This design comes from an exercise in tuning for small area on the open sky130 flow, not from production work. In this exercise RTL edits were held to simulation tests only and were not proved equivalent to the original. No activity file was given, so power comes from the tool's default toggle rates.

## flow/design.v

```verilog
`default_nettype none
package sat_pkg;
    localparam int num_bool_vars = 2;                        
    localparam int num_int_vars  = 2;                        
    localparam int num_vars      = num_bool_vars + num_int_vars;  
    localparam int num_clauses   = 4;                        
    localparam int int_width  = 4;    
    localparam int sum_width  = 10;   
    localparam int gain_width = 3;    
    localparam int idx_width  = $clog2(num_clauses);
    localparam int assign_w = num_bool_vars + 2 * int_width;   
    localparam int code_w   = 2 * num_bool_vars;
    localparam int bias_lsb = code_w;
    localparam int coef0_lsb = code_w + int_width;
    localparam int coef1_lsb = code_w + 2 * int_width;
    localparam int clause_w = code_w + 3 * int_width;   
    localparam int formula_w = num_clauses * clause_w;
endpackage
`default_nettype wire
`default_nettype none
module lm_fa
(
    input  wire a,
    input  wire b,
    input  wire c,
    output wire s,
    output wire co
);
    assign s  = a ^ b ^ c;
    assign co = (a & b) | (a & c) | (b & c);
endmodule
module lm_ha
(
    input  wire a,
    input  wire b,
    output wire s,
    output wire co
);
    assign s  = a ^ b;
    assign co = a & b;
endmodule
`default_nettype wire
`default_nettype none
module local_move
(
    input  logic        clk,
    input  logic        rst_n,
    input  logic        clause_write,
    input  logic [1:0]  clause_index,
    input  logic [15:0] clause_data,
    input  logic [3:0]  clause_enable,
    input  logic [9:0]  current,
    input  logic [1:0]  bool_propose_enable,
    input  logic [1:0]  int_propose_enable,
    input  logic        start,
    output logic [11:0] gains,
    output logic [2:0]  best_gain,
    output logic [9:0]  best_assignment,
    output logic        done
);
    logic [15:0] cl0, cl1, cl2, cl3;
    logic [3:0]  cv;
    always_ff @(posedge clk)
    begin
        if (clause_write && clause_index == 2'd0) cl0 <= clause_data;
        if (clause_write && clause_index == 2'd1) cl1 <= clause_data;
        if (clause_write && clause_index == 2'd2) cl2 <= clause_data;
        if (clause_write && clause_index == 2'd3) cl3 <= clause_data;
    end
    always_ff @(posedge clk or negedge rst_n)
    begin
        if (!rst_n)
            cv <= '0;
        else if (clause_write)
            cv[clause_index] <= 1'b1;
    end
    wire [3:0] x  = current[3:0];
    wire [3:0] y  = current[7:4];
    wire       p0 = current[8];
    wire       p1 = current[9];
    wire       xw = (current[3:0] == 4'd7);   
    wire       yw = (current[7:4] == 4'd7);
    wire [3:0] sat0, sat1, sat2, sat3, sat4;
    wire [15:0] c_0 = cl0;
    wire [3:0] b_0 = c_0[7:4];
    wire [3:0] c0_0 = c_0[11:8];
    wire [3:0] c1_0 = c_0[15:12];
    wire k0_1, k0_2, k0_3, k0_4, k0_5, k0_6, k0_7, k0_8, k0_9, k0_10, k0_11, k0_12, k0_13, k0_14, k0_15, k0_16, k0_17, k0_18, k0_19, k0_20, k0_21, k0_22, k0_23, k0_24, k0_25, k0_26, k0_27, k0_28, k0_29, k0_30, k0_31, k0_32, k0_33, k0_34, k0_35, k0_36, k0_37, k0_38, k0_39, k0_40, k0_41, k0_42, k0_43, k0_44, k0_45, k0_46, k0_47, k0_48, k0_49, k0_50, k0_51, k0_52, k0_53, k0_54, k0_55, k0_56, k0_57, k0_58, k0_59, k0_60, k0_61, k0_62, k0_63, k0_64, k0_65, k0_66, k0_67, k0_68, k0_69, k0_70, k0_71, k0_72, k0_73, k0_74, k0_75, k0_76, k0_77, k0_78, k0_79, k0_80, k0_81, k0_82, k0_83, k0_84, k0_85, k0_86, k0_87, k0_88, k0_89, k0_90, k0_91, k0_92, k0_93, k0_94, k0_95, k0_96, k0_97, k0_98, k0_99, k0_100, k0_101, k0_102, k0_103, k0_104, k0_105, k0_106, k0_107, k0_108, k0_109, k0_110, k0_111, k0_112, k0_113, k0_114, k0_115, k0_116, k0_117, k0_118, k0_119, k0_120, k0_121;
    lm_ha u_k0_1 (.a((c1_0[0] & y[0])), .b(b_0[0]), .s(k0_1), .co(k0_2));
    lm_fa u_k0_3 (.a((c1_0[0] & y[1])), .b((c1_0[1] & y[0])), .c(b_0[1]), .s(k0_3), .co(k0_4));
    lm_ha u_k0_5 (.a(k0_2), .b(k0_3), .s(k0_5), .co(k0_6));
    lm_fa u_k0_7 (.a((c1_0[0] & y[2])), .b((c1_0[1] & y[1])), .c((c1_0[2] & y[0])), .s(k0_7), .co(k0_8));
    lm_fa u_k0_9 (.a(b_0[2]), .b(k0_4), .c(k0_6), .s(k0_9), .co(k0_10));
    lm_ha u_k0_11 (.a(k0_7), .b(k0_9), .s(k0_11), .co(k0_12));
    lm_fa u_k0_13 (.a((~c1_0[0] | ~y[3])), .b((c1_0[1] & y[2])), .c((c1_0[2] & y[1])), .s(k0_13), .co(k0_14));
    lm_fa u_k0_15 (.a((~c1_0[3] | ~y[0])), .b(~b_0[3]), .c(1'b1), .s(k0_15), .co(k0_16));
    lm_fa u_k0_17 (.a(k0_8), .b(k0_10), .c(k0_12), .s(k0_17), .co(k0_18));
    lm_fa u_k0_19 (.a(k0_13), .b(k0_15), .c(k0_17), .s(k0_19), .co(k0_20));
    lm_fa u_k0_21 (.a((~c1_0[1] | ~y[3])), .b((c1_0[2] & y[2])), .c((~c1_0[3] | ~y[1])), .s(k0_21), .co(k0_22));
    lm_fa u_k0_23 (.a(k0_14), .b(k0_16), .c(k0_18), .s(k0_23), .co(k0_24));
    lm_fa u_k0_25 (.a(k0_20), .b(k0_21), .c(k0_23), .s(k0_25), .co(k0_26));
    lm_fa u_k0_27 (.a((~c1_0[2] | ~y[3])), .b((~c1_0[3] | ~y[2])), .c(k0_22), .s(k0_27), .co(k0_28));
    lm_fa u_k0_29 (.a(k0_24), .b(k0_26), .c(k0_27), .s(k0_29), .co(k0_30));
    lm_fa u_k0_31 (.a((c1_0[3] & y[3])), .b(k0_28), .c(k0_30), .s(k0_31), .co(k0_32));
    lm_ha u_k0_33 (.a(1'b1), .b(k0_32), .s(k0_33), .co(k0_34));
    assign k0_35 = 1'b1 ^ k0_34;
    lm_ha u_k0_36 (.a(k0_1), .b((c0_0[0] & x[0])), .s(k0_36), .co(k0_37));
    lm_fa u_k0_38 (.a(k0_5), .b((c0_0[0] & x[1])), .c((c0_0[1] & x[0])), .s(k0_38), .co(k0_39));
    lm_ha u_k0_40 (.a(k0_37), .b(k0_38), .s(k0_40), .co(k0_41));
    lm_fa u_k0_42 (.a(k0_11), .b((c0_0[0] & x[2])), .c((c0_0[1] & x[1])), .s(k0_42), .co(k0_43));
    lm_fa u_k0_44 (.a((c0_0[2] & x[0])), .b(k0_39), .c(k0_41), .s(k0_44), .co(k0_45));
    lm_ha u_k0_46 (.a(k0_42), .b(k0_44), .s(k0_46), .co(k0_47));
    lm_fa u_k0_48 (.a(k0_19), .b((~c0_0[0] | ~x[3])), .c((c0_0[1] & x[2])), .s(k0_48), .co(k0_49));
    lm_fa u_k0_50 (.a((c0_0[2] & x[1])), .b((~c0_0[3] | ~x[0])), .c(k0_43), .s(k0_50), .co(k0_51));
    lm_fa u_k0_52 (.a(k0_45), .b(k0_47), .c(k0_48), .s(k0_52), .co(k0_53));
    lm_ha u_k0_54 (.a(k0_50), .b(k0_52), .s(k0_54), .co(k0_55));
    lm_fa u_k0_56 (.a(k0_25), .b((~c0_0[1] | ~x[3])), .c((c0_0[2] & x[2])), .s(k0_56), .co(k0_57));
    lm_fa u_k0_58 (.a((~c0_0[3] | ~x[1])), .b(1'b1), .c(k0_49), .s(k0_58), .co(k0_59));
    lm_fa u_k0_60 (.a(k0_51), .b(k0_53), .c(k0_55), .s(k0_60), .co(k0_61));
    lm_fa u_k0_62 (.a(k0_56), .b(k0_58), .c(k0_60), .s(k0_62), .co(k0_63));
    lm_fa u_k0_64 (.a(k0_29), .b((~c0_0[2] | ~x[3])), .c((~c0_0[3] | ~x[2])), .s(k0_64), .co(k0_65));
    lm_fa u_k0_66 (.a(k0_57), .b(k0_59), .c(k0_61), .s(k0_66), .co(k0_67));
    lm_fa u_k0_68 (.a(k0_63), .b(k0_64), .c(k0_66), .s(k0_68), .co(k0_69));
    lm_fa u_k0_70 (.a(k0_31), .b((c0_0[3] & x[3])), .c(k0_65), .s(k0_70), .co(k0_71));
    lm_fa u_k0_72 (.a(k0_67), .b(k0_69), .c(k0_70), .s(k0_72), .co(k0_73));
    lm_fa u_k0_74 (.a(k0_33), .b(1'b1), .c(k0_71), .s(k0_74), .co(k0_75));
    lm_ha u_k0_76 (.a(k0_73), .b(k0_74), .s(k0_76), .co(k0_77));
    assign k0_78 = k0_35 ^ 1'b1;
    assign k0_79 = k0_75 ^ k0_77;
    assign k0_80 = k0_78 ^ k0_79;
    assign k0_81 = ~k0_80;
    assign k0_82 = k0_36 & c0_0[0];
    assign k0_83 = (k0_40 & c0_0[1]) | (k0_40 & k0_82) | (c0_0[1] & k0_82);
    assign k0_84 = (k0_46 & c0_0[2]) | (k0_46 & k0_83) | (c0_0[2] & k0_83);
    assign k0_85 = (k0_54 & c0_0[3]) | (k0_54 & k0_84) | (c0_0[3] & k0_84);
    assign k0_86 = (k0_62 & c0_0[3]) | (k0_62 & k0_85) | (c0_0[3] & k0_85);
    assign k0_87 = (k0_68 & c0_0[3]) | (k0_68 & k0_86) | (c0_0[3] & k0_86);
    assign k0_88 = (k0_72 & c0_0[3]) | (k0_72 & k0_87) | (c0_0[3] & k0_87);
    assign k0_89 = (k0_76 & c0_0[3]) | (k0_76 & k0_88) | (c0_0[3] & k0_88);
    assign k0_90 = ~(k0_80 ^ c0_0[3] ^ k0_89);
    assign k0_91 = k0_19 | ~c0_0[0];
    assign k0_92 = (k0_25 & ~c0_0[1]) | (k0_25 & k0_91) | (~c0_0[1] & k0_91);
    assign k0_93 = (k0_29 & ~c0_0[2]) | (k0_29 & k0_92) | (~c0_0[2] & k0_92);
    assign k0_94 = (k0_31 & ~c0_0[3]) | (k0_31 & k0_93) | (~c0_0[3] & k0_93);
    assign k0_95 = (k0_33 & ~c0_0[3]) | (k0_33 & k0_94) | (~c0_0[3] & k0_94);
    assign k0_96 = ~(k0_35 ^ ~c0_0[3] ^ k0_95);
    assign k0_97 = xw ? k0_96 : k0_90;
    assign k0_98 = k0_36 ^ c1_0[0];
    assign k0_99 = k0_36 & c1_0[0];
    assign k0_100 = k0_40 ^ c1_0[1] ^ k0_99;
    assign k0_101 = (k0_40 & c1_0[1]) | (k0_40 & k0_99) | (c1_0[1] & k0_99);
    assign k0_102 = k0_46 ^ c1_0[2] ^ k0_101;
    assign k0_103 = (k0_46 & c1_0[2]) | (k0_46 & k0_101) | (c1_0[2] & k0_101);
    assign k0_104 = k0_54 ^ c1_0[3] ^ k0_103;
    assign k0_105 = (k0_54 & c1_0[3]) | (k0_54 & k0_103) | (c1_0[3] & k0_103);
    assign k0_106 = k0_62 ^ c1_0[3] ^ k0_105;
    assign k0_107 = (k0_62 & c1_0[3]) | (k0_62 & k0_105) | (c1_0[3] & k0_105);
    assign k0_108 = k0_68 ^ c1_0[3] ^ k0_107;
    assign k0_109 = (k0_68 & c1_0[3]) | (k0_68 & k0_107) | (c1_0[3] & k0_107);
    assign k0_110 = k0_72 ^ c1_0[3] ^ k0_109;
    assign k0_111 = (k0_72 & c1_0[3]) | (k0_72 & k0_109) | (c1_0[3] & k0_109);
    assign k0_112 = k0_76 ^ c1_0[3] ^ k0_111;
    assign k0_113 = (k0_76 & c1_0[3]) | (k0_76 & k0_111) | (c1_0[3] & k0_111);
    assign k0_114 = k0_80 ^ c1_0[3] ^ k0_113;
    assign k0_115 = ~k0_114;
    assign k0_116 = k0_106 | ~c1_0[0];
    assign k0_117 = (k0_108 & ~c1_0[1]) | (k0_108 & k0_116) | (~c1_0[1] & k0_116);
    assign k0_118 = (k0_110 & ~c1_0[2]) | (k0_110 & k0_117) | (~c1_0[2] & k0_117);
    assign k0_119 = (k0_112 & ~c1_0[3]) | (k0_112 & k0_118) | (~c1_0[3] & k0_118);
    assign k0_120 = ~(k0_114 ^ ~c1_0[3] ^ k0_119);
    assign k0_121 = yw ? k0_120 : k0_115;
    wire h0_0  = c_0[1] & (p0 == c_0[0]);
    wire h0f_0 = c_0[1] & (p0 != c_0[0]);
    wire h1_0  = c_0[3] & (p1 == c_0[2]);
    wire h1f_0 = c_0[3] & (p1 != c_0[2]);
    wire z_0 = ~cv[0];
    wire en_0 = clause_enable[0];
    assign sat0[0] = en_0 & (z_0 | h0_0  | h1_0  | k0_81);
    assign sat1[0] = en_0 & (z_0 | h0f_0 | h1_0  | k0_81);
    assign sat2[0] = en_0 & (z_0 | h0_0  | h1f_0 | k0_81);
    assign sat3[0] = en_0 & (z_0 | h0_0  | h1_0  | k0_97);
    assign sat4[0] = en_0 & (z_0 | h0_0  | h1_0  | k0_121);
    wire [15:0] c_1 = cl1;
    wire [3:0] b_1 = c_1[7:4];
    wire [3:0] c0_1 = c_1[11:8];
    wire [3:0] c1_1 = c_1[15:12];
    wire k1_1, k1_2, k1_3, k1_4, k1_5, k1_6, k1_7, k1_8, k1_9, k1_10, k1_11, k1_12, k1_13, k1_14, k1_15, k1_16, k1_17, k1_18, k1_19, k1_20, k1_21, k1_22, k1_23, k1_24, k1_25, k1_26, k1_27, k1_28, k1_29, k1_30, k1_31, k1_32, k1_33, k1_34, k1_35, k1_36, k1_37, k1_38, k1_39, k1_40, k1_41, k1_42, k1_43, k1_44, k1_45, k1_46, k1_47, k1_48, k1_49, k1_50, k1_51, k1_52, k1_53, k1_54, k1_55, k1_56, k1_57, k1_58, k1_59, k1_60, k1_61, k1_62, k1_63, k1_64, k1_65, k1_66, k1_67, k1_68, k1_69, k1_70, k1_71, k1_72, k1_73, k1_74, k1_75, k1_76, k1_77, k1_78, k1_79, k1_80, k1_81, k1_82, k1_83, k1_84, k1_85, k1_86, k1_87, k1_88, k1_89, k1_90, k1_91, k1_92, k1_93, k1_94, k1_95, k1_96, k1_97, k1_98, k1_99, k1_100, k1_101, k1_102, k1_103, k1_104, k1_105, k1_106, k1_107, k1_108, k1_109, k1_110, k1_111, k1_112, k1_113, k1_114, k1_115, k1_116, k1_117, k1_118, k1_119, k1_120, k1_121;
    lm_ha u_k1_1 (.a((c1_1[0] & y[0])), .b(b_1[0]), .s(k1_1), .co(k1_2));
    lm_fa u_k1_3 (.a((c1_1[0] & y[1])), .b((c1_1[1] & y[0])), .c(b_1[1]), .s(k1_3), .co(k1_4));
    lm_ha u_k1_5 (.a(k1_2), .b(k1_3), .s(k1_5), .co(k1_6));
    lm_fa u_k1_7 (.a((c1_1[0] & y[2])), .b((c1_1[1] & y[1])), .c((c1_1[2] & y[0])), .s(k1_7), .co(k1_8));
    lm_fa u_k1_9 (.a(b_1[2]), .b(k1_4), .c(k1_6), .s(k1_9), .co(k1_10));
    lm_ha u_k1_11 (.a(k1_7), .b(k1_9), .s(k1_11), .co(k1_12));
    lm_fa u_k1_13 (.a((~c1_1[0] | ~y[3])), .b((c1_1[1] & y[2])), .c((c1_1[2] & y[1])), .s(k1_13), .co(k1_14));
    lm_fa u_k1_15 (.a((~c1_1[3] | ~y[0])), .b(~b_1[3]), .c(1'b1), .s(k1_15), .co(k1_16));
    lm_fa u_k1_17 (.a(k1_8), .b(k1_10), .c(k1_12), .s(k1_17), .co(k1_18));
    lm_fa u_k1_19 (.a(k1_13), .b(k1_15), .c(k1_17), .s(k1_19), .co(k1_20));
    lm_fa u_k1_21 (.a((~c1_1[1] | ~y[3])), .b((c1_1[2] & y[2])), .c((~c1_1[3] | ~y[1])), .s(k1_21), .co(k1_22));
    lm_fa u_k1_23 (.a(k1_14), .b(k1_16), .c(k1_18), .s(k1_23), .co(k1_24));
    lm_fa u_k1_25 (.a(k1_20), .b(k1_21), .c(k1_23), .s(k1_25), .co(k1_26));
    lm_fa u_k1_27 (.a((~c1_1[2] | ~y[3])), .b((~c1_1[3] | ~y[2])), .c(k1_22), .s(k1_27), .co(k1_28));
    lm_fa u_k1_29 (.a(k1_24), .b(k1_26), .c(k1_27), .s(k1_29), .co(k1_30));
    lm_fa u_k1_31 (.a((c1_1[3] & y[3])), .b(k1_28), .c(k1_30), .s(k1_31), .co(k1_32));
    lm_ha u_k1_33 (.a(1'b1), .b(k1_32), .s(k1_33), .co(k1_34));
    assign k1_35 = 1'b1 ^ k1_34;
    lm_ha u_k1_36 (.a(k1_1), .b((c0_1[0] & x[0])), .s(k1_36), .co(k1_37));
    lm_fa u_k1_38 (.a(k1_5), .b((c0_1[0] & x[1])), .c((c0_1[1] & x[0])), .s(k1_38), .co(k1_39));
    lm_ha u_k1_40 (.a(k1_37), .b(k1_38), .s(k1_40), .co(k1_41));
    lm_fa u_k1_42 (.a(k1_11), .b((c0_1[0] & x[2])), .c((c0_1[1] & x[1])), .s(k1_42), .co(k1_43));
    lm_fa u_k1_44 (.a((c0_1[2] & x[0])), .b(k1_39), .c(k1_41), .s(k1_44), .co(k1_45));
    lm_ha u_k1_46 (.a(k1_42), .b(k1_44), .s(k1_46), .co(k1_47));
    lm_fa u_k1_48 (.a(k1_19), .b((~c0_1[0] | ~x[3])), .c((c0_1[1] & x[2])), .s(k1_48), .co(k1_49));
    lm_fa u_k1_50 (.a((c0_1[2] & x[1])), .b((~c0_1[3] | ~x[0])), .c(k1_43), .s(k1_50), .co(k1_51));
    lm_fa u_k1_52 (.a(k1_45), .b(k1_47), .c(k1_48), .s(k1_52), .co(k1_53));
    lm_ha u_k1_54 (.a(k1_50), .b(k1_52), .s(k1_54), .co(k1_55));
    lm_fa u_k1_56 (.a(k1_25), .b((~c0_1[1] | ~x[3])), .c((c0_1[2] & x[2])), .s(k1_56), .co(k1_57));
    lm_fa u_k1_58 (.a((~c0_1[3] | ~x[1])), .b(1'b1), .c(k1_49), .s(k1_58), .co(k1_59));
    lm_fa u_k1_60 (.a(k1_51), .b(k1_53), .c(k1_55), .s(k1_60), .co(k1_61));
    lm_fa u_k1_62 (.a(k1_56), .b(k1_58), .c(k1_60), .s(k1_62), .co(k1_63));
    lm_fa u_k1_64 (.a(k1_29), .b((~c0_1[2] | ~x[3])), .c((~c0_1[3] | ~x[2])), .s(k1_64), .co(k1_65));
    lm_fa u_k1_66 (.a(k1_57), .b(k1_59), .c(k1_61), .s(k1_66), .co(k1_67));
    lm_fa u_k1_68 (.a(k1_63), .b(k1_64), .c(k1_66), .s(k1_68), .co(k1_69));
    lm_fa u_k1_70 (.a(k1_31), .b((c0_1[3] & x[3])), .c(k1_65), .s(k1_70), .co(k1_71));
    lm_fa u_k1_72 (.a(k1_67), .b(k1_69), .c(k1_70), .s(k1_72), .co(k1_73));
    lm_fa u_k1_74 (.a(k1_33), .b(1'b1), .c(k1_71), .s(k1_74), .co(k1_75));
    lm_ha u_k1_76 (.a(k1_73), .b(k1_74), .s(k1_76), .co(k1_77));
    assign k1_78 = k1_35 ^ 1'b1;
    assign k1_79 = k1_75 ^ k1_77;
    assign k1_80 = k1_78 ^ k1_79;
    assign k1_81 = ~k1_80;
    assign k1_82 = k1_36 & c0_1[0];
    assign k1_83 = (k1_40 & c0_1[1]) | (k1_40 & k1_82) | (c0_1[1] & k1_82);
    assign k1_84 = (k1_46 & c0_1[2]) | (k1_46 & k1_83) | (c0_1[2] & k1_83);
    assign k1_85 = (k1_54 & c0_1[3]) | (k1_54 & k1_84) | (c0_1[3] & k1_84);
    assign k1_86 = (k1_62 & c0_1[3]) | (k1_62 & k1_85) | (c0_1[3] & k1_85);
    assign k1_87 = (k1_68 & c0_1[3]) | (k1_68 & k1_86) | (c0_1[3] & k1_86);
    assign k1_88 = (k1_72 & c0_1[3]) | (k1_72 & k1_87) | (c0_1[3] & k1_87);
    assign k1_89 = (k1_76 & c0_1[3]) | (k1_76 & k1_88) | (c0_1[3] & k1_88);
    assign k1_90 = ~(k1_80 ^ c0_1[3] ^ k1_89);
    assign k1_91 = k1_19 | ~c0_1[0];
    assign k1_92 = (k1_25 & ~c0_1[1]) | (k1_25 & k1_91) | (~c0_1[1] & k1_91);
    assign k1_93 = (k1_29 & ~c0_1[2]) | (k1_29 & k1_92) | (~c0_1[2] & k1_92);
    assign k1_94 = (k1_31 & ~c0_1[3]) | (k1_31 & k1_93) | (~c0_1[3] & k1_93);
    assign k1_95 = (k1_33 & ~c0_1[3]) | (k1_33 & k1_94) | (~c0_1[3] & k1_94);
    assign k1_96 = ~(k1_35 ^ ~c0_1[3] ^ k1_95);
    assign k1_97 = xw ? k1_96 : k1_90;
    assign k1_98 = k1_36 ^ c1_1[0];
    assign k1_99 = k1_36 & c1_1[0];
    assign k1_100 = k1_40 ^ c1_1[1] ^ k1_99;
    assign k1_101 = (k1_40 & c1_1[1]) | (k1_40 & k1_99) | (c1_1[1] & k1_99);
    assign k1_102 = k1_46 ^ c1_1[2] ^ k1_101;
    assign k1_103 = (k1_46 & c1_1[2]) | (k1_46 & k1_101) | (c1_1[2] & k1_101);
    assign k1_104 = k1_54 ^ c1_1[3] ^ k1_103;
    assign k1_105 = (k1_54 & c1_1[3]) | (k1_54 & k1_103) | (c1_1[3] & k1_103);
    assign k1_106 = k1_62 ^ c1_1[3] ^ k1_105;
    assign k1_107 = (k1_62 & c1_1[3]) | (k1_62 & k1_105) | (c1_1[3] & k1_105);
    assign k1_108 = k1_68 ^ c1_1[3] ^ k1_107;
    assign k1_109 = (k1_68 & c1_1[3]) | (k1_68 & k1_107) | (c1_1[3] & k1_107);
    assign k1_110 = k1_72 ^ c1_1[3] ^ k1_109;
    assign k1_111 = (k1_72 & c1_1[3]) | (k1_72 & k1_109) | (c1_1[3] & k1_109);
    assign k1_112 = k1_76 ^ c1_1[3] ^ k1_111;
    assign k1_113 = (k1_76 & c1_1[3]) | (k1_76 & k1_111) | (c1_1[3] & k1_111);
    assign k1_114 = k1_80 ^ c1_1[3] ^ k1_113;
    assign k1_115 = ~k1_114;
    assign k1_116 = k1_106 | ~c1_1[0];
    assign k1_117 = (k1_108 & ~c1_1[1]) | (k1_108 & k1_116) | (~c1_1[1] & k1_116);
    assign k1_118 = (k1_110 & ~c1_1[2]) | (k1_110 & k1_117) | (~c1_1[2] & k1_117);
    assign k1_119 = (k1_112 & ~c1_1[3]) | (k1_112 & k1_118) | (~c1_1[3] & k1_118);
    assign k1_120 = ~(k1_114 ^ ~c1_1[3] ^ k1_119);
    assign k1_121 = yw ? k1_120 : k1_115;
    wire h0_1  = c_1[1] & (p0 == c_1[0]);
    wire h0f_1 = c_1[1] & (p0 != c_1[0]);
    wire h1_1  = c_1[3] & (p1 == c_1[2]);
    wire h1f_1 = c_1[3] & (p1 != c_1[2]);
    wire z_1 = ~cv[1];
    wire en_1 = clause_enable[1];
    assign sat0[1] = en_1 & (z_1 | h0_1  | h1_1  | k1_81);
    assign sat1[1] = en_1 & (z_1 | h0f_1 | h1_1  | k1_81);
    assign sat2[1] = en_1 & (z_1 | h0_1  | h1f_1 | k1_81);
    assign sat3[1] = en_1 & (z_1 | h0_1  | h1_1  | k1_97);
    assign sat4[1] = en_1 & (z_1 | h0_1  | h1_1  | k1_121);
    wire [15:0] c_2 = cl2;
    wire [3:0] b_2 = c_2[7:4];
    wire [3:0] c0_2 = c_2[11:8];
    wire [3:0] c1_2 = c_2[15:12];
    wire k2_1, k2_2, k2_3, k2_4, k2_5, k2_6, k2_7, k2_8, k2_9, k2_10, k2_11, k2_12, k2_13, k2_14, k2_15, k2_16, k2_17, k2_18, k2_19, k2_20, k2_21, k2_22, k2_23, k2_24, k2_25, k2_26, k2_27, k2_28, k2_29, k2_30, k2_31, k2_32, k2_33, k2_34, k2_35, k2_36, k2_37, k2_38, k2_39, k2_40, k2_41, k2_42, k2_43, k2_44, k2_45, k2_46, k2_47, k2_48, k2_49, k2_50, k2_51, k2_52, k2_53, k2_54, k2_55, k2_56, k2_57, k2_58, k2_59, k2_60, k2_61, k2_62, k2_63, k2_64, k2_65, k2_66, k2_67, k2_68, k2_69, k2_70, k2_71, k2_72, k2_73, k2_74, k2_75, k2_76, k2_77, k2_78, k2_79, k2_80, k2_81, k2_82, k2_83, k2_84, k2_85, k2_86, k2_87, k2_88, k2_89, k2_90, k2_91, k2_92, k2_93, k2_94, k2_95, k2_96, k2_97, k2_98, k2_99, k2_100, k2_101, k2_102, k2_103, k2_104, k2_105, k2_106, k2_107, k2_108, k2_109, k2_110, k2_111, k2_112, k2_113, k2_114, k2_115, k2_116, k2_117, k2_118, k2_119, k2_120, k2_121;
    lm_ha u_k2_1 (.a((c1_2[0] & y[0])), .b(b_2[0]), .s(k2_1), .co(k2_2));
    lm_fa u_k2_3 (.a((c1_2[0] & y[1])), .b((c1_2[1] & y[0])), .c(b_2[1]), .s(k2_3), .co(k2_4));
    lm_ha u_k2_5 (.a(k2_2), .b(k2_3), .s(k2_5), .co(k2_6));
    lm_fa u_k2_7 (.a((c1_2[0] & y[2])), .b((c1_2[1] & y[1])), .c((c1_2[2] & y[0])), .s(k2_7), .co(k2_8));
    lm_fa u_k2_9 (.a(b_2[2]), .b(k2_4), .c(k2_6), .s(k2_9), .co(k2_10));
    lm_ha u_k2_11 (.a(k2_7), .b(k2_9), .s(k2_11), .co(k2_12));
    lm_fa u_k2_13 (.a((~c1_2[0] | ~y[3])), .b((c1_2[1] & y[2])), .c((c1_2[2] & y[1])), .s(k2_13), .co(k2_14));
    lm_fa u_k2_15 (.a((~c1_2[3] | ~y[0])), .b(~b_2[3]), .c(1'b1), .s(k2_15), .co(k2_16));
    lm_fa u_k2_17 (.a(k2_8), .b(k2_10), .c(k2_12), .s(k2_17), .co(k2_18));
    lm_fa u_k2_19 (.a(k2_13), .b(k2_15), .c(k2_17), .s(k2_19), .co(k2_20));
    lm_fa u_k2_21 (.a((~c1_2[1] | ~y[3])), .b((c1_2[2] & y[2])), .c((~c1_2[3] | ~y[1])), .s(k2_21), .co(k2_22));
    lm_fa u_k2_23 (.a(k2_14), .b(k2_16), .c(k2_18), .s(k2_23), .co(k2_24));
    lm_fa u_k2_25 (.a(k2_20), .b(k2_21), .c(k2_23), .s(k2_25), .co(k2_26));
    lm_fa u_k2_27 (.a((~c1_2[2] | ~y[3])), .b((~c1_2[3] | ~y[2])), .c(k2_22), .s(k2_27), .co(k2_28));
    lm_fa u_k2_29 (.a(k2_24), .b(k2_26), .c(k2_27), .s(k2_29), .co(k2_30));
    lm_fa u_k2_31 (.a((c1_2[3] & y[3])), .b(k2_28), .c(k2_30), .s(k2_31), .co(k2_32));
    lm_ha u_k2_33 (.a(1'b1), .b(k2_32), .s(k2_33), .co(k2_34));
    assign k2_35 = 1'b1 ^ k2_34;
    lm_ha u_k2_36 (.a(k2_1), .b((c0_2[0] & x[0])), .s(k2_36), .co(k2_37));
    lm_fa u_k2_38 (.a(k2_5), .b((c0_2[0] & x[1])), .c((c0_2[1] & x[0])), .s(k2_38), .co(k2_39));
    lm_ha u_k2_40 (.a(k2_37), .b(k2_38), .s(k2_40), .co(k2_41));
    lm_fa u_k2_42 (.a(k2_11), .b((c0_2[0] & x[2])), .c((c0_2[1] & x[1])), .s(k2_42), .co(k2_43));
    lm_fa u_k2_44 (.a((c0_2[2] & x[0])), .b(k2_39), .c(k2_41), .s(k2_44), .co(k2_45));
    lm_ha u_k2_46 (.a(k2_42), .b(k2_44), .s(k2_46), .co(k2_47));
    lm_fa u_k2_48 (.a(k2_19), .b((~c0_2[0] | ~x[3])), .c((c0_2[1] & x[2])), .s(k2_48), .co(k2_49));
    lm_fa u_k2_50 (.a((c0_2[2] & x[1])), .b((~c0_2[3] | ~x[0])), .c(k2_43), .s(k2_50), .co(k2_51));
    lm_fa u_k2_52 (.a(k2_45), .b(k2_47), .c(k2_48), .s(k2_52), .co(k2_53));
    lm_ha u_k2_54 (.a(k2_50), .b(k2_52), .s(k2_54), .co(k2_55));
    lm_fa u_k2_56 (.a(k2_25), .b((~c0_2[1] | ~x[3])), .c((c0_2[2] & x[2])), .s(k2_56), .co(k2_57));
    lm_fa u_k2_58 (.a((~c0_2[3] | ~x[1])), .b(1'b1), .c(k2_49), .s(k2_58), .co(k2_59));
    lm_fa u_k2_60 (.a(k2_51), .b(k2_53), .c(k2_55), .s(k2_60), .co(k2_61));
    lm_fa u_k2_62 (.a(k2_56), .b(k2_58), .c(k2_60), .s(k2_62), .co(k2_63));
    lm_fa u_k2_64 (.a(k2_29), .b((~c0_2[2] | ~x[3])), .c((~c0_2[3] | ~x[2])), .s(k2_64), .co(k2_65));
    lm_fa u_k2_66 (.a(k2_57), .b(k2_59), .c(k2_61), .s(k2_66), .co(k2_67));
    lm_fa u_k2_68 (.a(k2_63), .b(k2_64), .c(k2_66), .s(k2_68), .co(k2_69));
    lm_fa u_k2_70 (.a(k2_31), .b((c0_2[3] & x[3])), .c(k2_65), .s(k2_70), .co(k2_71));
    lm_fa u_k2_72 (.a(k2_67), .b(k2_69), .c(k2_70), .s(k2_72), .co(k2_73));
    lm_fa u_k2_74 (.a(k2_33), .b(1'b1), .c(k2_71), .s(k2_74), .co(k2_75));
    lm_ha u_k2_76 (.a(k2_73), .b(k2_74), .s(k2_76), .co(k2_77));
    assign k2_78 = k2_35 ^ 1'b1;
    assign k2_79 = k2_75 ^ k2_77;
    assign k2_80 = k2_78 ^ k2_79;
    assign k2_81 = ~k2_80;
    assign k2_82 = k2_36 & c0_2[0];
    assign k2_83 = (k2_40 & c0_2[1]) | (k2_40 & k2_82) | (c0_2[1] & k2_82);
    assign k2_84 = (k2_46 & c0_2[2]) | (k2_46 & k2_83) | (c0_2[2] & k2_83);
    assign k2_85 = (k2_54 & c0_2[3]) | (k2_54 & k2_84) | (c0_2[3] & k2_84);
    assign k2_86 = (k2_62 & c0_2[3]) | (k2_62 & k2_85) | (c0_2[3] & k2_85);
    assign k2_87 = (k2_68 & c0_2[3]) | (k2_68 & k2_86) | (c0_2[3] & k2_86);
    assign k2_88 = (k2_72 & c0_2[3]) | (k2_72 & k2_87) | (c0_2[3] & k2_87);
    assign k2_89 = (k2_76 & c0_2[3]) | (k2_76 & k2_88) | (c0_2[3] & k2_88);
    assign k2_90 = ~(k2_80 ^ c0_2[3] ^ k2_89);
    assign k2_91 = k2_19 | ~c0_2[0];
    assign k2_92 = (k2_25 & ~c0_2[1]) | (k2_25 & k2_91) | (~c0_2[1] & k2_91);
    assign k2_93 = (k2_29 & ~c0_2[2]) | (k2_29 & k2_92) | (~c0_2[2] & k2_92);
    assign k2_94 = (k2_31 & ~c0_2[3]) | (k2_31 & k2_93) | (~c0_2[3] & k2_93);
    assign k2_95 = (k2_33 & ~c0_2[3]) | (k2_33 & k2_94) | (~c0_2[3] & k2_94);
    assign k2_96 = ~(k2_35 ^ ~c0_2[3] ^ k2_95);
    assign k2_97 = xw ? k2_96 : k2_90;
    assign k2_98 = k2_36 ^ c1_2[0];
    assign k2_99 = k2_36 & c1_2[0];
    assign k2_100 = k2_40 ^ c1_2[1] ^ k2_99;
    assign k2_101 = (k2_40 & c1_2[1]) | (k2_40 & k2_99) | (c1_2[1] & k2_99);
    assign k2_102 = k2_46 ^ c1_2[2] ^ k2_101;
    assign k2_103 = (k2_46 & c1_2[2]) | (k2_46 & k2_101) | (c1_2[2] & k2_101);
    assign k2_104 = k2_54 ^ c1_2[3] ^ k2_103;
    assign k2_105 = (k2_54 & c1_2[3]) | (k2_54 & k2_103) | (c1_2[3] & k2_103);
    assign k2_106 = k2_62 ^ c1_2[3] ^ k2_105;
    assign k2_107 = (k2_62 & c1_2[3]) | (k2_62 & k2_105) | (c1_2[3] & k2_105);
    assign k2_108 = k2_68 ^ c1_2[3] ^ k2_107;
    assign k2_109 = (k2_68 & c1_2[3]) | (k2_68 & k2_107) | (c1_2[3] & k2_107);
    assign k2_110 = k2_72 ^ c1_2[3] ^ k2_109;
    assign k2_111 = (k2_72 & c1_2[3]) | (k2_72 & k2_109) | (c1_2[3] & k2_109);
    assign k2_112 = k2_76 ^ c1_2[3] ^ k2_111;
    assign k2_113 = (k2_76 & c1_2[3]) | (k2_76 & k2_111) | (c1_2[3] & k2_111);
    assign k2_114 = k2_80 ^ c1_2[3] ^ k2_113;
    assign k2_115 = ~k2_114;
    assign k2_116 = k2_106 | ~c1_2[0];
    assign k2_117 = (k2_108 & ~c1_2[1]) | (k2_108 & k2_116) | (~c1_2[1] & k2_116);
    assign k2_118 = (k2_110 & ~c1_2[2]) | (k2_110 & k2_117) | (~c1_2[2] & k2_117);
    assign k2_119 = (k2_112 & ~c1_2[3]) | (k2_112 & k2_118) | (~c1_2[3] & k2_118);
    assign k2_120 = ~(k2_114 ^ ~c1_2[3] ^ k2_119);
    assign k2_121 = yw ? k2_120 : k2_115;
    wire h0_2  = c_2[1] & (p0 == c_2[0]);
    wire h0f_2 = c_2[1] & (p0 != c_2[0]);
    wire h1_2  = c_2[3] & (p1 == c_2[2]);
    wire h1f_2 = c_2[3] & (p1 != c_2[2]);
    wire z_2 = ~cv[2];
    wire en_2 = clause_enable[2];
    assign sat0[2] = en_2 & (z_2 | h0_2  | h1_2  | k2_81);
    assign sat1[2] = en_2 & (z_2 | h0f_2 | h1_2  | k2_81);
    assign sat2[2] = en_2 & (z_2 | h0_2  | h1f_2 | k2_81);
    assign sat3[2] = en_2 & (z_2 | h0_2  | h1_2  | k2_97);
    assign sat4[2] = en_2 & (z_2 | h0_2  | h1_2  | k2_121);
    wire [15:0] c_3 = cl3;
    wire [3:0] b_3 = c_3[7:4];
    wire [3:0] c0_3 = c_3[11:8];
    wire [3:0] c1_3 = c_3[15:12];
    wire k3_1, k3_2, k3_3, k3_4, k3_5, k3_6, k3_7, k3_8, k3_9, k3_10, k3_11, k3_12, k3_13, k3_14, k3_15, k3_16, k3_17, k3_18, k3_19, k3_20, k3_21, k3_22, k3_23, k3_24, k3_25, k3_26, k3_27, k3_28, k3_29, k3_30, k3_31, k3_32, k3_33, k3_34, k3_35, k3_36, k3_37, k3_38, k3_39, k3_40, k3_41, k3_42, k3_43, k3_44, k3_45, k3_46, k3_47, k3_48, k3_49, k3_50, k3_51, k3_52, k3_53, k3_54, k3_55, k3_56, k3_57, k3_58, k3_59, k3_60, k3_61, k3_62, k3_63, k3_64, k3_65, k3_66, k3_67, k3_68, k3_69, k3_70, k3_71, k3_72, k3_73, k3_74, k3_75, k3_76, k3_77, k3_78, k3_79, k3_80, k3_81, k3_82, k3_83, k3_84, k3_85, k3_86, k3_87, k3_88, k3_89, k3_90, k3_91, k3_92, k3_93, k3_94, k3_95, k3_96, k3_97, k3_98, k3_99, k3_100, k3_101, k3_102, k3_103, k3_104, k3_105, k3_106, k3_107, k3_108, k3_109, k3_110, k3_111, k3_112, k3_113, k3_114, k3_115, k3_116, k3_117, k3_118, k3_119, k3_120, k3_121;
    lm_ha u_k3_1 (.a((c1_3[0] & y[0])), .b(b_3[0]), .s(k3_1), .co(k3_2));
    lm_fa u_k3_3 (.a((c1_3[0] & y[1])), .b((c1_3[1] & y[0])), .c(b_3[1]), .s(k3_3), .co(k3_4));
    lm_ha u_k3_5 (.a(k3_2), .b(k3_3), .s(k3_5), .co(k3_6));
    lm_fa u_k3_7 (.a((c1_3[0] & y[2])), .b((c1_3[1] & y[1])), .c((c1_3[2] & y[0])), .s(k3_7), .co(k3_8));
    lm_fa u_k3_9 (.a(b_3[2]), .b(k3_4), .c(k3_6), .s(k3_9), .co(k3_10));
    lm_ha u_k3_11 (.a(k3_7), .b(k3_9), .s(k3_11), .co(k3_12));
    lm_fa u_k3_13 (.a((~c1_3[0] | ~y[3])), .b((c1_3[1] & y[2])), .c((c1_3[2] & y[1])), .s(k3_13), .co(k3_14));
    lm_fa u_k3_15 (.a((~c1_3[3] | ~y[0])), .b(~b_3[3]), .c(1'b1), .s(k3_15), .co(k3_16));
    lm_fa u_k3_17 (.a(k3_8), .b(k3_10), .c(k3_12), .s(k3_17), .co(k3_18));
    lm_fa u_k3_19 (.a(k3_13), .b(k3_15), .c(k3_17), .s(k3_19), .co(k3_20));
    lm_fa u_k3_21 (.a((~c1_3[1] | ~y[3])), .b((c1_3[2] & y[2])), .c((~c1_3[3] | ~y[1])), .s(k3_21), .co(k3_22));
    lm_fa u_k3_23 (.a(k3_14), .b(k3_16), .c(k3_18), .s(k3_23), .co(k3_24));
    lm_fa u_k3_25 (.a(k3_20), .b(k3_21), .c(k3_23), .s(k3_25), .co(k3_26));
    lm_fa u_k3_27 (.a((~c1_3[2] | ~y[3])), .b((~c1_3[3] | ~y[2])), .c(k3_22), .s(k3_27), .co(k3_28));
    lm_fa u_k3_29 (.a(k3_24), .b(k3_26), .c(k3_27), .s(k3_29), .co(k3_30));
    lm_fa u_k3_31 (.a((c1_3[3] & y[3])), .b(k3_28), .c(k3_30), .s(k3_31), .co(k3_32));
    lm_ha u_k3_33 (.a(1'b1), .b(k3_32), .s(k3_33), .co(k3_34));
    assign k3_35 = 1'b1 ^ k3_34;
    lm_ha u_k3_36 (.a(k3_1), .b((c0_3[0] & x[0])), .s(k3_36), .co(k3_37));
    lm_fa u_k3_38 (.a(k3_5), .b((c0_3[0] & x[1])), .c((c0_3[1] & x[0])), .s(k3_38), .co(k3_39));
    lm_ha u_k3_40 (.a(k3_37), .b(k3_38), .s(k3_40), .co(k3_41));
    lm_fa u_k3_42 (.a(k3_11), .b((c0_3[0] & x[2])), .c((c0_3[1] & x[1])), .s(k3_42), .co(k3_43));
    lm_fa u_k3_44 (.a((c0_3[2] & x[0])), .b(k3_39), .c(k3_41), .s(k3_44), .co(k3_45));
    lm_ha u_k3_46 (.a(k3_42), .b(k3_44), .s(k3_46), .co(k3_47));
    lm_fa u_k3_48 (.a(k3_19), .b((~c0_3[0] | ~x[3])), .c((c0_3[1] & x[2])), .s(k3_48), .co(k3_49));
    lm_fa u_k3_50 (.a((c0_3[2] & x[1])), .b((~c0_3[3] | ~x[0])), .c(k3_43), .s(k3_50), .co(k3_51));
    lm_fa u_k3_52 (.a(k3_45), .b(k3_47), .c(k3_48), .s(k3_52), .co(k3_53));
    lm_ha u_k3_54 (.a(k3_50), .b(k3_52), .s(k3_54), .co(k3_55));
    lm_fa u_k3_56 (.a(k3_25), .b((~c0_3[1] | ~x[3])), .c((c0_3[2] & x[2])), .s(k3_56), .co(k3_57));
    lm_fa u_k3_58 (.a((~c0_3[3] | ~x[1])), .b(1'b1), .c(k3_49), .s(k3_58), .co(k3_59));
    lm_fa u_k3_60 (.a(k3_51), .b(k3_53), .c(k3_55), .s(k3_60), .co(k3_61));
    lm_fa u_k3_62 (.a(k3_56), .b(k3_58), .c(k3_60), .s(k3_62), .co(k3_63));
    lm_fa u_k3_64 (.a(k3_29), .b((~c0_3[2] | ~x[3])), .c((~c0_3[3] | ~x[2])), .s(k3_64), .co(k3_65));
    lm_fa u_k3_66 (.a(k3_57), .b(k3_59), .c(k3_61), .s(k3_66), .co(k3_67));
    lm_fa u_k3_68 (.a(k3_63), .b(k3_64), .c(k3_66), .s(k3_68), .co(k3_69));
    lm_fa u_k3_70 (.a(k3_31), .b((c0_3[3] & x[3])), .c(k3_65), .s(k3_70), .co(k3_71));
    lm_fa u_k3_72 (.a(k3_67), .b(k3_69), .c(k3_70), .s(k3_72), .co(k3_73));
    lm_fa u_k3_74 (.a(k3_33), .b(1'b1), .c(k3_71), .s(k3_74), .co(k3_75));
    lm_ha u_k3_76 (.a(k3_73), .b(k3_74), .s(k3_76), .co(k3_77));
    assign k3_78 = k3_35 ^ 1'b1;
    assign k3_79 = k3_75 ^ k3_77;
    assign k3_80 = k3_78 ^ k3_79;
    assign k3_81 = ~k3_80;
    assign k3_82 = k3_36 & c0_3[0];
    assign k3_83 = (k3_40 & c0_3[1]) | (k3_40 & k3_82) | (c0_3[1] & k3_82);
    assign k3_84 = (k3_46 & c0_3[2]) | (k3_46 & k3_83) | (c0_3[2] & k3_83);
    assign k3_85 = (k3_54 & c0_3[3]) | (k3_54 & k3_84) | (c0_3[3] & k3_84);
    assign k3_86 = (k3_62 & c0_3[3]) | (k3_62 & k3_85) | (c0_3[3] & k3_85);
    assign k3_87 = (k3_68 & c0_3[3]) | (k3_68 & k3_86) | (c0_3[3] & k3_86);
    assign k3_88 = (k3_72 & c0_3[3]) | (k3_72 & k3_87) | (c0_3[3] & k3_87);
    assign k3_89 = (k3_76 & c0_3[3]) | (k3_76 & k3_88) | (c0_3[3] & k3_88);
    assign k3_90 = ~(k3_80 ^ c0_3[3] ^ k3_89);
    assign k3_91 = k3_19 | ~c0_3[0];
    assign k3_92 = (k3_25 & ~c0_3[1]) | (k3_25 & k3_91) | (~c0_3[1] & k3_91);
    assign k3_93 = (k3_29 & ~c0_3[2]) | (k3_29 & k3_92) | (~c0_3[2] & k3_92);
    assign k3_94 = (k3_31 & ~c0_3[3]) | (k3_31 & k3_93) | (~c0_3[3] & k3_93);
    assign k3_95 = (k3_33 & ~c0_3[3]) | (k3_33 & k3_94) | (~c0_3[3] & k3_94);
    assign k3_96 = ~(k3_35 ^ ~c0_3[3] ^ k3_95);
    assign k3_97 = xw ? k3_96 : k3_90;
    assign k3_98 = k3_36 ^ c1_3[0];
    assign k3_99 = k3_36 & c1_3[0];
    assign k3_100 = k3_40 ^ c1_3[1] ^ k3_99;
    assign k3_101 = (k3_40 & c1_3[1]) | (k3_40 & k3_99) | (c1_3[1] & k3_99);
    assign k3_102 = k3_46 ^ c1_3[2] ^ k3_101;
    assign k3_103 = (k3_46 & c1_3[2]) | (k3_46 & k3_101) | (c1_3[2] & k3_101);
    assign k3_104 = k3_54 ^ c1_3[3] ^ k3_103;
    assign k3_105 = (k3_54 & c1_3[3]) | (k3_54 & k3_103) | (c1_3[3] & k3_103);
    assign k3_106 = k3_62 ^ c1_3[3] ^ k3_105;
    assign k3_107 = (k3_62 & c1_3[3]) | (k3_62 & k3_105) | (c1_3[3] & k3_105);
    assign k3_108 = k3_68 ^ c1_3[3] ^ k3_107;
    assign k3_109 = (k3_68 & c1_3[3]) | (k3_68 & k3_107) | (c1_3[3] & k3_107);
    assign k3_110 = k3_72 ^ c1_3[3] ^ k3_109;
    assign k3_111 = (k3_72 & c1_3[3]) | (k3_72 & k3_109) | (c1_3[3] & k3_109);
    assign k3_112 = k3_76 ^ c1_3[3] ^ k3_111;
    assign k3_113 = (k3_76 & c1_3[3]) | (k3_76 & k3_111) | (c1_3[3] & k3_111);
    assign k3_114 = k3_80 ^ c1_3[3] ^ k3_113;
    assign k3_115 = ~k3_114;
    assign k3_116 = k3_106 | ~c1_3[0];
    assign k3_117 = (k3_108 & ~c1_3[1]) | (k3_108 & k3_116) | (~c1_3[1] & k3_116);
    assign k3_118 = (k3_110 & ~c1_3[2]) | (k3_110 & k3_117) | (~c1_3[2] & k3_117);
    assign k3_119 = (k3_112 & ~c1_3[3]) | (k3_112 & k3_118) | (~c1_3[3] & k3_118);
    assign k3_120 = ~(k3_114 ^ ~c1_3[3] ^ k3_119);
    assign k3_121 = yw ? k3_120 : k3_115;
    wire h0_3  = c_3[1] & (p0 == c_3[0]);
    wire h0f_3 = c_3[1] & (p0 != c_3[0]);
    wire h1_3  = c_3[3] & (p1 == c_3[2]);
    wire h1f_3 = c_3[3] & (p1 != c_3[2]);
    wire z_3 = ~cv[3];
    wire en_3 = clause_enable[3];
    assign sat0[3] = en_3 & (z_3 | h0_3  | h1_3  | k3_81);
    assign sat1[3] = en_3 & (z_3 | h0f_3 | h1_3  | k3_81);
    assign sat2[3] = en_3 & (z_3 | h0_3  | h1f_3 | k3_81);
    assign sat3[3] = en_3 & (z_3 | h0_3  | h1_3  | k3_97);
    assign sat4[3] = en_3 & (z_3 | h0_3  | h1_3  | k3_121);
    function automatic logic [2:0] pop4(input logic [3:0] v);
        logic s0, c0;
        s0 = v[0] ^ v[1] ^ v[2];
        c0 = (v[0] & v[1]) | (v[0] & v[2]) | (v[1] & v[2]);
        pop4 = {c0 & s0 & v[3], c0 ^ (s0 & v[3]), s0 ^ v[3]};
    endfunction
    wire [2:0] cnt0 = pop4(sat0);
    wire [2:0] cnt1 = pop4(sat1);
    wire [2:0] cnt2 = pop4(sat2);
    wire [2:0] cnt3 = pop4(sat3);
    wire [2:0] cnt4 = pop4(sat4);
    logic [14:0] s1_cnt;
    logic [9:0]  s1_cur;
    logic [3:0]  s1_pe;
    logic        v1;
    always_ff @(posedge clk)
    begin
        s1_cnt <= {cnt4, cnt3, cnt2, cnt1, cnt0};
        s1_cur <= current;
        s1_pe  <= {int_propose_enable, bool_propose_enable};
    end
    always_ff @(posedge clk or negedge rst_n)
    begin
        if (!rst_n)
            v1 <= 1'b0;
        else
            v1 <= start;
    end
    wire [2:0] cnt [5];
    for (genvar j = 0; j < 5; j++)
    begin : g_cnt
        assign cnt[j] = s1_cnt[3*j +: 3];
    end
    logic [11:0] r_gains;
    logic [2:0]  r_best;
    logic [3:0]  win;     
    logic        found;
    always_comb
    begin
        r_best = cnt[0];
        win    = '0;
        found  = 1'b0;
        for (int i = 0; i < 4; i++)
        begin
            r_gains[3*i +: 3] = s1_pe[i] ? cnt[i+1] : 3'd0;
            if (s1_pe[i] && (!found || (cnt[i+1] > r_best)))
            begin
                r_best = cnt[i+1];
                win    = 4'(1) << i;
                found  = 1'b1;
            end
        end
    end
    wire [3:0] xi = {s1_cur[3] ^ (&s1_cur[2:0]), s1_cur[2] ^ (&s1_cur[1:0]), s1_cur[1] ^ s1_cur[0], ~s1_cur[0]};
    wire [3:0] yi = {s1_cur[7] ^ (&s1_cur[6:4]), s1_cur[6] ^ (&s1_cur[5:4]), s1_cur[5] ^ s1_cur[4], ~s1_cur[4]};
    wire [9:0] r_assign = {s1_cur[9] ^ win[1], s1_cur[8] ^ win[0],
                           win[3] ? yi : s1_cur[7:4],
                           win[2] ? xi : s1_cur[3:0]};
    always_ff @(posedge clk or negedge rst_n)
    begin
        if (!rst_n)
        begin
            gains           <= '0;
            best_gain       <= '0;
            best_assignment <= '0;
            done            <= 1'b0;
        end
        else
        begin
            done <= v1;
            if (v1)
            begin
                gains           <= r_gains;
                best_gain       <= r_best;
                best_assignment <= r_assign;
            end
        end
    end
endmodule
`default_nettype wire
```

## flow/flow/run.sh

```bash
#!/bin/bash
# Standard ORFS layout; the only change is the cell used to buffer the ports
# (the smallest plain buffer instead of the flow's default pick).
set -euo pipefail
export BUFFER_PORTS_ARGS="-buffer_cell sky130_fd_sc_hd__buf_1"
bash standard.sh > standard.log 2>&1
```

## flow/standard.sh

```bash
#!/bin/bash
# synth_recipe.tcl (not shown) runs the flow's synth.tcl, then flattens the netlist and writes it again
# the make line also repeats each setting of config.mk as NAME=value (left out here)
make -C /OpenROAD-flow-scripts/flow DESIGN_CONFIG=/design/flow/config.mk WORK_HOME=/design/flow/orfs CLKGATE_MAP_FILE= SYNTH_SCRIPT=/design/flow/synth_recipe.tcl "${@:-finish}"
```

## flow/config.mk

```make
export PLATFORM = sky130hd
export DESIGN_NAME = local_move
export DESIGN_NICKNAME = local_move
export VERILOG_FILES = /design/flow/design.v
export SDC_FILE = /design/flow/constraint.sdc
export NUM_CORES = 4
export LEC_CHECK = 0
export CAP_MARGIN = 20
export CORE_MARGIN = 2
export CORE_UTILIZATION = 40
export SLEW_MARGIN = 20
export SYNTH_HIERARCHICAL = 1
```

## flow/constraint.sdc

```tcl
create_clock -name core_clock -period 12.0 [get_ports {clk}]
set_input_delay 2.4000 -clock core_clock [delete_from_list [all_inputs] [get_ports {clk}]]
set_output_delay 2.4000 -clock core_clock [all_outputs]
set_load 0.01 [all_outputs]
```

==> flow_metrics.tcl, run 1 <==
set metrics [dict create \
    switching_share_pct 43.4 \
    cp-end-kind "flop" \
    grt_pass1_wl_um 37000 \
    drt-initial-drc-count 373 \
    fin_crit_sh_pct 87.5 \
    final_common_cell "fa_1" \
    synth_flop_cell "edfxtp_1" \
    core_um2 24300 \
    synth_edf_count 64 \
    drc 0 \
    drv_cap 0 \
    dp_slack_ns 1.06 \
    maxSlewViolCount 0 \
    routed_wl_um 22000 \
    hold_class "reg -> reg" \
    vdd_ir_drop_max_mv 0.130 \
    dieArea_um2 26100 \
    synthArstFlopShare_pct 25.0 \
    critPathMaxFanout 6 \
    worst-path-buf-inv 2 \
    layout-drive-gt1-share_pct 7.82 \
    path_delay_family "adder cells" \
    antenna_found_initial 0 \
    die_h_um 161 \
    setup-tns-final_ns 0 \
    leakage_nw 4.59 \
    via_per_inst 5.04 \
    p_seq_share_pct 18.2 \
    critPathKind "in -> reg" \
    clockBufferDepth 2 \
    syn_inst 853 \
    period_minus_slack_ns 10.50 \
    clock-root-buffer "clkbuf_16" \
    critPathSlowestCell "fa_1" \
    grt_pass1_vias 7117 \
    power_per_cell_area_nw_per_um2 279 \
    cts_made_buffers 17 \
    ctsResizeCount 0 \
    crit_top_cell "fa_1" \
    syn_area_per_cell_um2 11.6 \
    outcome "no timing/DRC/antenna violations" \
    syn2layout_area_growth_pct 13.4 \
    grt_max_degree 51 \
    worst_slack_ns 1.50 \
    critPathRequiredTime_ns 12.31 \
    power_frac_clock_pct 16.6 \
    dp_cells 1251 \
    cts_tree "done" \
    drt_pass1_iterations 6 \
    cts.sinks 124 \
    insertion_delay_ns 0.43 \
    rsz0062_at_grt "no" \
    hold_viol 0 \
    fin_nets 1177 \
    fp.dieW_um 161 \
    p_int_mw 1.77 \
    ant_nets 0 \
    clk_pin_slew_ns 0.06 \
    yosysSeqAreaShare_pct 33.1 \
    gp_congestion 0.828 \
    initial_utilization_pct 40.8 \
    rows 57 \
    worstPathArrival_ns 10.81 \
    vias 6463 \
    p_comb_share_pct 65.2 \
    fmax_ghz 0.0953 \
    tightest_slew_ns 0.847 \
    post-dp-hpwl_um 17000 \
    switching_power_mw 1.36 \
    portBuffers 65 \
    io_pins 66 \
    final_cell_mix "fa_1 (137), and2_1 (77), nand2_1 (69)" \
    postCtsSetupBuffers 0 \
    synth-seq-cells 124 \
    max_stage_delay_ns 0.59 \
    grt_use_total_pct 18.4 \
    cts_hold_buf 0 \
    overflow 0 \
    maxSlewHeadroom_pct 43.5 \
    finalSetupViolations 0 \
    cts-htree-levels 4 \
    synth_warnings 7 \
    final_cells 1283 \
    antennaDiodeCount 0 \
    fin_worst_skew_ns 0.00762 \
    synth_cell_type_count 62 \
    routedWlPerCell_um 17.2 \
    netlist_area_um2 9920 \
    critPathLaunchType "primary input" \
]
-- layout make-up --
cell class                      instances  area (um^2)
Clock buffer                           17          425
Clock inverter                         15          171
Fill cell                            2265        13100
Inverter                               55          206
Multi-Input combinational cell        670         6420
Sequential cell                       124         3280
Tap cell                              324          405
Timing Repair Buffer                   78          343
-- modules after synthesis, one instance, submodules excluded --
module / flops+latches / area, um^2
local_move: 124 / 7140
lm_fa: 0 / 20.0
lm_ha: 0 / 12.5
-- metrics by stage --
stage	power (mW)	area, um^2	util [%]	hold slack (ns)
floorplan	2.20	9970	-	0.406
global placement	2.60	10700	43.8	0.455
detailed placement	2.64	10700	43.8	0.463
CTS	3.18	11200	46.3	0.478
global route	3.52	11200	46.3	0.508
finish	3.13	11200	46.3	0.481
-- metal layers --
metal  up-vias  GRT usage [%]  wire length (um)
li1       3090              -                 -
met1      3242           24.3             10200
met2       115           31.6             10800
met3        16           3.49               831
met4         0           4.22               221
met5         -              0                 0
-- synth_stat cells (all sizes together), types with 5 or more instances --
library cell	n	share of area, %
clkbuf	17	0.64
ha	54	6.8
nor2	35	1.4
and2	81	5.2
inv	55	2.1
dfxtp	29	5.9
o21ai	35	1.8
nor3b	7	0.53
o21a	8	0.61
nand3	19	0.96
nand2b	9	0.57
nor2b	12	0.76
a21oi	24	1.3
xor2	14	1.2
xnor2	24	2.1
a21boi	5	0.38
or2	5	0.32
maj3	20	2.1
o221ai	7	0.62
dfrtp	31	7.8
nor3	10	0.50
and3	8	0.50
nand2	69	2.6
fa	137	28
edfxtp	64	19
mux2i	18	1.8
-- path summary, 6_finish.rpt --
check	from	to	slack, ns	cells after the start
min	cv[3]$_DFFE_PN0P_	cv[3]$_DFFE_PN0P_	0.48	1
min reg2reg	cv[3]$_DFFE_PN0P_	cv[3]$_DFFE_PN0P_	0.48	1
max in group asynchronous	rst_n	cv[1]$_DFFE_PN0P_	9.41	1
max reg2reg	cl0[12]$_DFFE_PP_	s1_cnt[13]$_DFF_P_	3.24	25
max	current[5]	s1_cnt[13]$_DFF_P_	1.50	26
min in group asynchronous	rst_n	best_assignment[1]$_DFFE_PN0P_	2.06	1
-- power groups by stage --
stage               clock (mW)  combinational (mW)  sequential, mW
floorplan                    0                1.62           0.577
global placement             0                2.02           0.581
detailed placement           0                2.06           0.581
CTS                      0.532                2.07           0.572
global route             0.554                2.38           0.581
finish                   0.519                2.04           0.572
-- sequential cells by signal, indices dropped and copies added, names as in the netlist --
signal           flops
cl0                 16
cl1                 16
cl2                 16
cl3                 16
s1_cnt              15
gains               12
best_assignment     10
s1_cur              10
cv                   4
s1_pe                4
best_gain            3
done                 1
v1                   1
-- logic make-up after synthesis --
family | synth area share [%]
simple gates | 15.0
fa+ha+maj | 36.6
flops | 33.1
compound gates | 7.08
buf+inv | 2.83
xor+xnor | 3.36
mux | 2.04
other cells | 0.0378
==> run 2: changes to the inputs <==
--- a/flow/config.mk
+++ b/flow/config.mk
@@ -9,3 +9,4 @@
 export CORE_MARGIN = 2
-export CORE_UTILIZATION = 40
+export CORE_UTILIZATION = 65
+export CTS_BUF_LIST = sky130_fd_sc_hd__clkbuf_8
 export SLEW_MARGIN = 20
==> run 2 against run 1 <==
Synthesized cell count is the same. Flip-flop and latch count stayed put. Global-route usage up 12 points. Maximum frequency down 0.92%. Sequential power about the same. Clock skew rose by 0.0059 ns. Area after synthesis unchanged. Non-clock buffer count fell by 2. Worst hold slack got worse by 0.0065 ns. Final cell count fell by 11%.
==> flow_metrics.tcl, run 2 <==
set metrics [dict create \
    worstHoldPathCells 1 \
    fp.dieW_um 128 \
    fin_worst_skew_ns 0.0135 \
    p_seq_share_pct 18.9 \
    portBuffers 65 \
    ctsResizeCount 0 \
    hold_viol 0 \
    setup-tns-final_ns 0 \
    synth_warnings 7 \
    synth_edf_count 64 \
    syn_inst 853 \
    yosysSeqAreaShare_pct 33.1 \
    synth_top_area_share_pct 27.7 \
    netlist_area_um2 9920 \
    leakage_nw 4.49 \
    outcome "no timing/DRC/antenna violations" \
    routedWlPerCell_um 19.5 \
    drv_cap 0 \
    rsz0062_at_grt "no" \
    gp_congestion 0.850 \
    period_minus_slack_ns 10.59 \
    dp_cells 1113 \
    yosys.area.top_type "fa_1" \
    final_cell_mix "fa_1 (137), and2_1 (77), nand2_1 (69)" \
    fin_crit_sh_pct 88.3 \
    synth_cell_type_count 62 \
    routed_wl_um 22400 \
    power_frac_clock_pct 12.6 \
    drc 0 \
    max_stage_delay_ns 0.60 \
    rr_startpoint "cl2[12]$_DFFE_PP_" \
    core_um2 15000 \
    drt_pass1_iterations 6 \
    clockBufferDepth 2 \
    clk_pin_slew_ns 0.08 \
    p_int_mw 1.69 \
    fmax_ghz 0.0944 \
    antenna_found_initial 0 \
    vias 6750 \
    min_from "cv[3]$_DFFE_PN0P_" \
    maxSlewViolCount 0 \
    drt-initial-drc-count 458 \
    path_delay_family "adder cells" \
    switching_share_pct 44.4 \
    antennaDiodeCount 0 \
    yosys-top-cells-count "fa_1 (137), and2_1 (77), nand2_1 (69)" \
    cts_tree "done" \
    critPathSlowestCell "fa_1" \
    cp-end-kind "flop" \
    yosysMostFrequentCell "fa_1" \
    tightest_slew_ns 1.01 \
    synth_top_family_by_area "adder cells" \
    synth-seq-cells 124 \
    critPathLaunchType "primary input" \
    clock-root-buffer "clkbuf_8" \
    fin_nets 1175 \
    initial_utilization_pct 66.0 \
    crit_top_cell "fa_1" \
    layout-drive-gt1-share_pct 7.52 \
    cts-htree-levels 4 \
    power_per_cell_area_nw_per_um2 279 \
    synth_flop_cell "edfxtp_1" \
    worst-path-buf-inv 3 \
    worstPathArrival_ns 10.94 \
    synth_simple_gate_area_share_pct 15.0 \
    synth-xor-area-share_pct 3.36 \
    hold_class "reg -> reg" \
    critPathKind "in -> reg" \
    critPathRequiredTime_ns 12.34 \
    grt_use_total_pct 30.0 \
    insertion_delay_ns 0.45 \
    dieArea_um2 16300 \
    grt_max_degree 51 \
    cts.sinks 124 \
    grt_pass1_vias 7288 \
    syn_area_per_cell_um2 11.6 \
    maxSlewHeadroom_pct 32.9 \
    synthArstFlopShare_pct 25.0 \
    io_pins 66 \
    critPathMaxFanout 11 \
    final_cells 1145 \
    die_h_um 128 \
    synth_mux_area_share_pct 2.04 \
    reg2reg_depth 23 \
    syn2layout_area_growth_pct 9.69 \
    cts_hold_buf 0 \
    switching_power_mw 1.35 \
    whs_endpoint "cv[3]$_DFFE_PN0P_" \
    post-dp-hpwl_um 17300 \
    finalSetupViolations 0 \
    reg2reg_to "s1_cnt[11]$_DFF_P_" \
    cts_made_buffers 17 \
    r2r_setup_slack_ns 3.22 \
    postCtsSetupBuffers 0 \
    rows 45 \
    synthTopCellsByArea "fa_1 (28%), edfxtp_1 (19%), dfrtp_1 (7.8%)" \
    vdd_ir_drop_max_mv 0.215 \
    grt_pass1_wl_um 37000 \
    synth_fa_ha_area_share_pct 36.6 \
    via_per_inst 5.90 \
    p_comb_share_pct 68.5 \
    ant_nets 0 \
    overflow 0 \
    synth_compound_area_share_pct 7.08 \
    final_common_cell "fa_1" \
]
run 2: changes by cell type in the layout (fill, tap and decap cells not counted):
cell and change:
clkbuf_8 +20, clkbuf_16 -17, inv_6 -3, inv_8 -3
buf_4 -2, clkinv_8 -2, bufinv_16 +1, clkinv_4 +1
clkinvlp_4 +1, inv_1 +1, inv_4 +1
run 2: worst max path at each step:
| stage | startpoint | endpoint | slack [ns] | depth (start not counted) |
|---|---|---|---|---|
| 2_1_floorplan | current[4] | s1_cnt[13]$_DFF_P_ | 1.69 | 26 |
| 3_3_place_gp | current[4] | s1_cnt[13]$_DFF_P_ | 1.15 | 27 |
| 3_5_place_dp | current[4] | s1_cnt[13]$_DFF_P_ | 0.96 | 27 |
| 4_1_cts | current[4] | s1_cnt[13]$_DFF_P_ | 1.46 | 27 |
| 5_1_grt | current[4] | s1_cnt[13]$_DFF_P_ | 1.02 | 27 |
| 6_report | current[4] | s1_cnt[13]$_DFF_P_ | 1.41 | 27 |
run 2: kinds of logic (layout without fill, tap and decap cells):
family | count (synthesis) | count (layout)
buffers and inverters | 74 | 163
and+or+nand+nor | 277 | 277
AOI/OAI and AO/OA | 108 | 108
DFF | 124 | 124
adders and majority gates | 211 | 211
xor gates and xnor gates | 38 | 38
muxes | 20 | 20
other | 1 | 16
run 2: per-module statistics from Yosys (local to each module, per instance):
module,flops+latches,cells inside
local_move,124,701
lm_fa,0,1
lm_ha,0,1
run 2: worst register-to-register path, cell delays in order (launching register included):
cell	delay (ns)
edfxtp_1	0.49
and2_1	0.23
fa_1	0.49
ha_1	0.21
fa_1	0.45
ha_1	0.20
fa_1	0.52
fa_1	0.49
fa_1	0.58
fa_1	0.44
ha_1	0.21
fa_1	0.45
fa_1	0.40
fa_1	0.46
fa_1	0.42
ha_1	0.36
or4_1	0.54
nor3b_1	0.24
mux2i_1	0.16
mux2i_1	0.18
o311ai_1	0.16
fa_1	0.51
or3_1	0.35
nor3_1	0.16
run 2: routing by layer:
layer  wire (um)  GRT usage, %  vias up
met3         982          5.28       48
met1        9440          39.4     3437
li1            -             -     3079
met5           0             0        -
met2       11400          50.7      186
met4         573          10.9        0
run 2: stage by stage:
step | power, mW | hold WS (ns) | util, % | area [um^2] | worst slack (ns)
floorplan | 2.20 | 0.406 | - | 9970 | 1.69
global placement | 2.54 | 0.453 | 69.6 | 10500 | 1.15
detailed placement | 2.64 | 0.458 | 69.6 | 10500 | 0.959
CTS | 3.04 | 0.475 | 72.4 | 10900 | 1.46
global route | 3.35 | 0.488 | 72.4 | 10900 | 1.02
finish | 3.03 | 0.475 | 72.4 | 10900 | 1.41
run 2: layout make-up:
| cell class | count | area [um^2] |
|---|---|---|
| sequential | 124 | 3280 |
| timing repair buffer | 76 | 328 |
| clock buffer | 20 | 275 |
| inverter | 55 | 206 |
| fill | 1081 | 4160 |
| tap | 188 | 235 |
| clock inverter | 12 | 135 |
| multi-input combinational | 670 | 6420 |
run 2: power by group through the flow:
stage | Clock, mW | Sequential [mW] | Combinational (mW)
final | 0.382 | 0.573 | 2.08
after global routing | 0.406 | 0.581 | 2.37
after CTS | 0.388 | 0.572 | 2.08
after detailed placement | 0 | 0.581 | 2.06
after global placement | 0 | 0.579 | 1.96
after floorplan | 0 | 0.577 | 1.62

-- afterwards: timing with drivers on the ports --
No port has a modelled driver above. Below, the same layouts with a new extraction and two added sets of constraints.
Step 1: set_driving_cell puts a clkbuf_16 on clk and a buf_2 on each other input, an assumption about the parent block.
Step 2 times the ports against the registers' clock, not the clock port: input delays grow and output delays shrink by t, the midpoint of the rising clock arrivals with the driver on.
a / b / c = ideal / step 1 / step 2; a / b = the first two.
run	t, ns	setup WS [ns]	hold WS [ns]	worst data-port slew with drivers (ns)
run 1	0.469	1.503 / 1.517 / 1.048	0.481 / 0.481 / 0.481	0.03
run 2	0.482	1.405 / 1.414 / 0.931	0.475 / 0.475 / 0.475	0.03
After both steps setup and hold are still met in every run listed. For run 2, which loses most, drivers alone change the setup slack by +0.009 ns; drivers and shift together by -0.474 ns.
